From an optimization exercise on the open Yosys and OpenROAD flow, aimed at small area; shortcuts taken in it are not production practice.
Only simulation tests tie the RTL to the original design; equivalence was not proved.
Power and IR drop assume default switching activity.

--- config.mk ---
export PLATFORM = sky130hd
export DESIGN_NAME = ins_mem_responder
export DESIGN_NICKNAME = ins_mem_responder
export VERILOG_FILES = /design/flow/design.v
export SDC_FILE = /design/flow/constraint.sdc
export NUM_CORES = 4
export LEC_CHECK = 0
export CAP_MARGIN = 20
export CORE_MARGIN = 2
export CORE_UTILIZATION = 50
export SLEW_MARGIN = 20
export SYNTH_MEMORY_MAX_BITS = 8192
--- run.sh ---
#!/bin/bash
# synth_recipe.tcl (not shown) runs the flow's synth.tcl, then flattens the netlist and writes it again
# the make line also repeats each setting of config.mk as NAME=value (left out here)
make -C /OpenROAD-flow-scripts/flow DESIGN_CONFIG=/design/flow/config.mk WORK_HOME=/design/flow/orfs CLKGATE_MAP_FILE= SYNTH_SCRIPT=/design/flow/synth_recipe.tcl finish
--- constraint.sdc ---
create_clock -name core_clock -period 6.0 [get_ports {clk}]
set_input_delay 1.2000 -clock core_clock [delete_from_list [all_inputs] [get_ports {clk}]]
set_output_delay 1.2000 -clock core_clock [all_outputs]
set_load 0.01 [all_outputs]
--- design.v ---
module ins_mem_responder #(
  parameter int unsigned ADDR_W = 8,
  parameter int unsigned DATA_W = 16,
  parameter int unsigned RD_LAT = 2
) (
  input  logic              clk,
  input  logic              rst,
  input  logic              en_ram_in,
  input  logic [ADDR_W-1:0] addr,
  input  logic              ld_we,
  input  logic [ADDR_W-1:0] ld_addr,
  input  logic [DATA_W-1:0] ld_data,
  output logic [DATA_W-1:0] ins,
  output logic              en_ram_out,
  output logic              busy,
  output logic              ovf
);
  localparam int unsigned Depth = 1 << ADDR_W;
  localparam logic [1:0] StIdle = 2'd0;
  localparam logic [1:0] StWait = 2'd1;
  localparam logic [1:0] StResp = 2'd2;
  localparam logic [3:0] CntInit = 4'(RD_LAT - 1);
  localparam logic [1:0] StStart = (RD_LAT > 1) ? StWait : StResp;
  logic [1:0]        state_q, state_d;
  logic [3:0]        cnt_q, cnt_d;
  logic [ADDR_W-1:0] cur_addr_q, cur_addr_d;
  logic [ADDR_W-1:0] pend_addr_q, pend_addr_d;
  logic              pend_q, pend_d;
  logic              ovf_q, ovf_d;
  logic [DATA_W-1:0] ins_q;
  logic              start;
  logic [ADDR_W-1:0] start_addr;
  logic [DATA_W-1:0] mem [Depth];
  always_comb begin
    state_d     = state_q;
    cnt_d       = cnt_q;
    cur_addr_d  = cur_addr_q;
    pend_d      = pend_q;
    pend_addr_d = pend_addr_q;
    ovf_d       = ovf_q;
    start       = 1'b0;
    start_addr  = addr;
    case (state_q)
      StIdle: begin
        start = en_ram_in;
      end
      StWait: begin
        cnt_d = cnt_q - 4'd1;
        if (cnt_q == 4'd1) begin
          state_d = StResp;
        end
        if (en_ram_in) begin
          if (pend_q) begin
            ovf_d = 1'b1;
          end else begin
            pend_d      = 1'b1;
            pend_addr_d = addr;
          end
        end
      end
      StResp: begin
        if (pend_q) begin
          start      = 1'b1;
          start_addr = pend_addr_q;
          pend_d     = 1'b0;
          if (en_ram_in) begin
            ovf_d = 1'b1;
          end
        end else if (en_ram_in) begin
          start = 1'b1;
        end else begin
          state_d = StIdle;
        end
      end
      default: begin
        state_d = StIdle;
      end
    endcase
    if (start) begin
      cur_addr_d = start_addr;
      cnt_d      = CntInit;
      state_d    = StStart;
    end
  end
  always_ff @(posedge clk) begin
    if (!rst) begin
      state_q     <= StIdle;
      cnt_q       <= 4'd0;
      cur_addr_q  <= '0;
      pend_q      <= 1'b0;
      pend_addr_q <= '0;
      ovf_q       <= 1'b0;
      ins_q       <= '0;
    end else begin
      state_q     <= state_d;
      cnt_q       <= cnt_d;
      cur_addr_q  <= cur_addr_d;
      pend_q      <= pend_d;
      pend_addr_q <= pend_addr_d;
      ovf_q       <= ovf_d;
      if (state_d == StResp) begin
        ins_q <= mem[cur_addr_d];
      end
    end
  end
  always_ff @(posedge clk) begin
    if (ld_we) begin
      mem[ld_addr] <= ld_data;
    end
  end
  assign ins        = ins_q;
  assign en_ram_out = (state_q == StResp);
  assign busy       = (state_q != StIdle);
  assign ovf        = ovf_q;
endmodule
==> run_summary.xml <==
<?xml version="1.0" encoding="UTF-8"?>
<metrics>
  <group name="outcome">
    <metric name="status" unit="">finished clean</metric>
  </group>
  <group name="global_routing">
    <metric name="vias_in_the_first_global_route" unit="">108965</metric>
    <metric name="tot_gr_track_use" unit="%">35.1</metric>
    <metric name="grt-ovfl-total" unit="">0</metric>
    <metric name="pin_count_of_the_biggest_net_entering_global_routing" unit="">159</metric>
    <metric name="antenna_found_initial" unit="">49</metric>
    <metric name="grt_first_pass_wirelength" unit="mm">849</metric>
  </group>
  <group name="routing">
    <metric name="ant_nets" unit="">0</metric>
    <metric name="drc" unit="">0</metric>
    <metric name="dr_total_vias" unit="">116670</metric>
    <metric name="first_pass_iters" unit="">7</metric>
    <metric name="post_drt_wl_per_cell" unit="µm">35.2</metric>
    <metric name="totalWireLength" unit="mm">615</metric>
    <metric name="viasPerCell" unit="">6.67</metric>
    <metric name="dr.first_iter.drc_count" unit="">19519</metric>
  </group>
  <group name="finish">
    <metric name="final.fill_count" unit="">26280</metric>
    <metric name="stdcell_count" unit="">17486</metric>
    <metric name="most_used_cells_in_the_layout_excluding_fill_and_tap_cells" unit="">edfxtp_1 (4096), nand2_1 (2355), buf_4 (853), mux2i_1 (719), nand3_1 (664)</metric>
    <metric name="nets" unit="">12629</metric>
    <metric name="final_common_cell" unit="">edfxtp_1</metric>
    <metric name="post_route_cells_drive_above_1_share" unit="%">16.1</metric>
    <metric name="area_growth_syn_to_layout" unit="%">15.3</metric>
  </group>
  <group name="floorplan">
    <metric name="ios" unit="">55</metric>
    <metric name="die_w" unit="µm">586</metric>
    <metric name="chipHeight" unit="µm">586</metric>
    <metric name="core_area" unit="µm²">337000</metric>
    <metric name="fp.dieArea" unit="µm²">344000</metric>
    <metric name="initial_core_util" unit="%">50.3</metric>
    <metric name="rows" unit="">213</metric>
  </group>
  <group name="critical_path">
    <metric name="reg2reg_to" unit="">ins_q[15]</metric>
    <metric name="worst-setup-path-type" unit="">input port to flip-flop</metric>
    <metric name="crit_slowest_cell" unit="">a21boi_0</metric>
    <metric name="cp_data_arrival_time" unit="ns">6.41</metric>
    <metric name="worst_path_dominant_cell_family" unit="">compound AO/OA/AOI/OAI gates</metric>
    <metric name="worstRegToRegCells" unit="">15</metric>
    <metric name="reg2reg_setup_slack" unit="ns">0.56</metric>
    <metric name="timing.critical_path.from_type" unit="">input port</metric>
    <metric name="endpoint_kind" unit="">flip-flop</metric>
    <metric name="critical_path.max_stage_delay" unit="ns">0.87</metric>
    <metric name="critPathMaxFanout" unit="">15</metric>
    <metric name="cp.buffers_inverters" unit="">5</metric>
    <metric name="worst-endpoint-required" unit="ns">6.87</metric>
    <metric name="crit_path_cell_trace" unit="">clkdlybuf4s50_1, buf_4, nand2b_1, a31oi_1, mux2i_4, nor2_4, buf_12, buf_4, nand3_1, a32o_1, o2111ai_1, o211ai_1, a21boi_0, buf_4, nor4_1</metric>
    <metric name="stages_on_worst_setup_path" unit="">15</metric>
    <metric name="cpMostUsedCell" unit="">buf_4</metric>
    <metric name="worstReg2RegStart" unit="">state_q[1]</metric>
  </group>
  <group name="placement">
    <metric name="dpl.hpwl" unit="mm">375</metric>
    <metric name="gp_routability_congestion" unit="">0.948</metric>
    <metric name="placed_cells" unit="">16678</metric>
    <metric name="dp_worst_setup_slack" unit="ns">-0.322</metric>
    <metric name="io_buffer_count" unit="">54</metric>
  </group>
  <group name="sta">
    <metric name="timing.fmax" unit="GHz">0.180</metric>
    <metric name="setup-violations-final" unit="">0</metric>
    <metric name="timing_max_transition_violations_final" unit="">0</metric>
    <metric name="worst-slew-pin-transition" unit="ns">1.35</metric>
    <metric name="fin_crit" unit="ns">5.54</metric>
    <metric name="setup_total_negative_slack" unit="ns">0</metric>
    <metric name="rsz0062_at_grt" unit="">no</metric>
    <metric name="fin_worst_skew" unit="ns">0.0541</metric>
    <metric name="timing.max_slew.rel_slack" unit="%">8.76</metric>
    <metric name="postLayoutSetupSlackWorst" unit="ns">0.458</metric>
    <metric name="layout_worst_path_cycle_share" unit="%">92.4</metric>
    <metric name="final-hold-violation-count" unit="">0</metric>
  </group>
  <group name="yosys">
    <metric name="synth.distinct_cells" unit="">91</metric>
    <metric name="synthCells" unit="">11998</metric>
    <metric name="synth_seq_area_share" unit="%">73.1</metric>
    <metric name="post_synth_instance_area" unit="µm²">169000</metric>
    <metric name="synth-async-reset-ratio" unit="%">0</metric>
    <metric name="ys_ff_latch" unit="">4136</metric>
    <metric name="yosys_warnings" unit="">1</metric>
    <metric name="syn_nets" unit="">12036</metric>
    <metric name="main_flop_type_after_synthesis" unit="">edfxtp_1</metric>
    <metric name="number_of_enable_type_register_cells_in_the_synthesized_netlist" unit="">4096</metric>
    <metric name="post_synth.cell_area_avg" unit="µm²">14.1</metric>
  </group>
  <group name="power">
    <metric name="internal_power_component" unit="W">0.0497</metric>
    <metric name="combinationalPowerShare" unit="%">13.5</metric>
    <metric name="p_per_area" unit="nW/µm²">347</metric>
    <metric name="leak_pwr" unit="nW">66.1</metric>
    <metric name="switching_power" unit="W">0.0180</metric>
    <metric name="p_sw_share" unit="%">26.6</metric>
    <metric name="clock_network_fraction_of_total_power" unit="%">39.4</metric>
    <metric name="ir_drop" unit="µV">268</metric>
    <metric name="seq_power_share" unit="%">47.1</metric>
  </group>
  <group name="clock_tree">
    <metric name="clk_latency" unit="ns">1.03</metric>
    <metric name="clock_pin_slew_on_the_worst_setup_and_hold_paths" unit="ns">0.06</metric>
    <metric name="postCtsHoldBufs" unit="">0</metric>
    <metric name="deepest_level_of_the_cts_h_tree" unit="">5</metric>
    <metric name="cts_repair_resize_count" unit="">0</metric>
    <metric name="numCtsBuffers" unit="">423</metric>
    <metric name="cts_post_setup_buffers_inserted" unit="">0</metric>
    <metric name="cts.root.buffer_cell" unit="">clkbuf_16</metric>
    <metric name="cts_tree" unit="">built</metric>
    <metric name="cts-root-to-sink-buffers" unit="">4</metric>
    <metric name="clock-sinks" unit="">4136</metric>
  </group>
  <group name="run">
    <metric name="drv.max_cap_violation_count" unit="">0</metric>
  </group>
  <group name="worst_hold_path">
    <metric name="hold_path_class" unit="">flip-flop to flip-flop</metric>
    <metric name="hold_start" unit="">pend_addr_q[2]</metric>
    <metric name="end_point_of_the_worst_hold_path" unit="">pend_addr_q[2]</metric>
    <metric name="worstHoldPathCells" unit="">2</metric>
  </group>
</metrics>
-- synthesized netlist by cell type (18+ instances only) --
library cell,count,area [µm²]
a32oi_1,107,937
a222oi_1,66,661
a221o_1,61,611
o22ai_1,265,1660
buf_1,61,229
a311oi_1,57,499
buf_2,509,2550
nor4_1,96,601
edfxtp_1,4096,123000
o2bb2ai_1,21,184
a221oi_1,144,1260
mux2_2,240,2700
nand2_1,2363,8870
mux2i_1,720,7210
nor2b_1,19,119
nand3_1,673,3370
buf_4,66,495
and3_1,102,638
a211oi_1,42,315
a21boi_0,24,180
o221ai_1,126,1100
nor3_1,75,375
o41ai_1,18,158
a21oi_1,524,2620
a22oi_1,131,983
o211ai_1,29,218
nand4_1,28,175
nor2_1,427,1600
clkbuf_1,241,905
o21ai_0,86,430
a31oi_1,291,1820
dfxtp_1,40,801
-- worst max-delay path by stage --
stage	start	endpoint
5_1_grt	en_ram_in	ins_q[6]
2_1_floorplan	en_ram_in	ins_q[5]
4_1_cts	en_ram_in	ins_q[15]
3_5_place_dp	en_ram_in	ins_q[15]
3_3_place_gp	en_ram_in	ins_q[10]
6_report	en_ram_in	ins_q[6]
-- kinds of logic after synthesis --
family	count (synthesis)	share of synthesized area (%)
flops	4136	73.1
simple gates	3841	9.54
compound gates	2159	8.96
mux	963	5.89
buf+inv	895	2.52
xor+xnor	2	0.0103
fa+ha+maj	2	0.0148
-- worst reg2reg max path, delay by kind of cell (launching register included) --
kind	cells	cell delay (ns)
AOI/OAI and AO/OA	6	2.25
buffers and inverters	5	1.25
DFF	1	0.61
and+or+nand+nor	4	1.26
-- metal layers --
layer	part of all wire, %	wire length [µm]	up-vias	global-route usage [%]
met2	44	268000	8528	51.7
met1	37	228000	58935	48.4
met4	5.9	36200	37	17.8
li1	-	-	47665	-
met5	0.082	505	-	0
met3	13	82200	1505	9.16
-- power groups by stage --
stage / sequential, W / combinational (W) / clock (W)
floorplan: 0.0325 / 0.00434 / 0
global route: 0.0319 / 0.00935 / 0.0279
detailed placement: 0.0325 / 0.00882 / 0
finish: 0.0319 / 0.00912 / 0.0267
CTS: 0.0319 / 0.00885 / 0.0268
global placement: 0.0325 / 0.00873 / 0
-- metrics by stage --
stage	hold WS, ns	cell area (µm²)	total power (W)	util [%]
finish	0.532	195000	0.0677	58.0
global route	0.564	195000	0.0692	58.0
CTS	0.521	195000	0.0676	58.0
detailed placement	0.505	181000	0.0413	53.9
global placement	0.491	181000	0.0412	53.8
floorplan	0.474	169000	0.0368	-
-- flip-flops by register name, indices dropped and copies added (netlist names) --
register	count
cnt_q	4
ins_q	16
pend_q	1
state_q	2
mem	4096
pend_addr_q	8
cur_addr_q	8
ovf_q	1
-- cell type report --
type                    count  area, µm²  share of cell area, %
inverters                  14       60.1                 0.0307
clock inverters           264       2860                   1.46
diodes                     32       80.1                 0.0410
well taps                4515       5650                   2.89
repair buffers           1049       9830                   5.03
clock buffers             509      11000                   5.63
flip-flops and latches   4136     124000                   63.3
multi-input cells        6967      42200                   21.6

==> what the ideal ports hide <==
In the flow no input, the clock included, has a driving cell. The finished layout below was timed again as built, in two steps. Step 1 (the two cells are an assumption about what drives the block):
set clk [get_ports {clk}]
set_driving_cell -lib_cell sky130_fd_sc_hd__clkbuf_16 $clk
set_driving_cell -lib_cell sky130_fd_sc_hd__buf_2 [delete_from_list [all_inputs] $clk]
Step 2 adds t to the input delays and takes it off the output delays; t is the mean of the earliest and latest rising clock arrival at the registers after step 1. Input paths then give back, and output paths get back, about the clock's delay inside the block. a / b / c = ideal / step 1 / step 2; a / b = the first two.
t, ns: 1.108
setup WS [ns]: 0.458 / 0.536 / -0.572
worst setup path after step 2: input to register
Met with ideal ports but missed after step 2: setup timing in this run. The setup slack of this run moves by +0.078 ns with the drivers and by -1.030 ns with both steps.
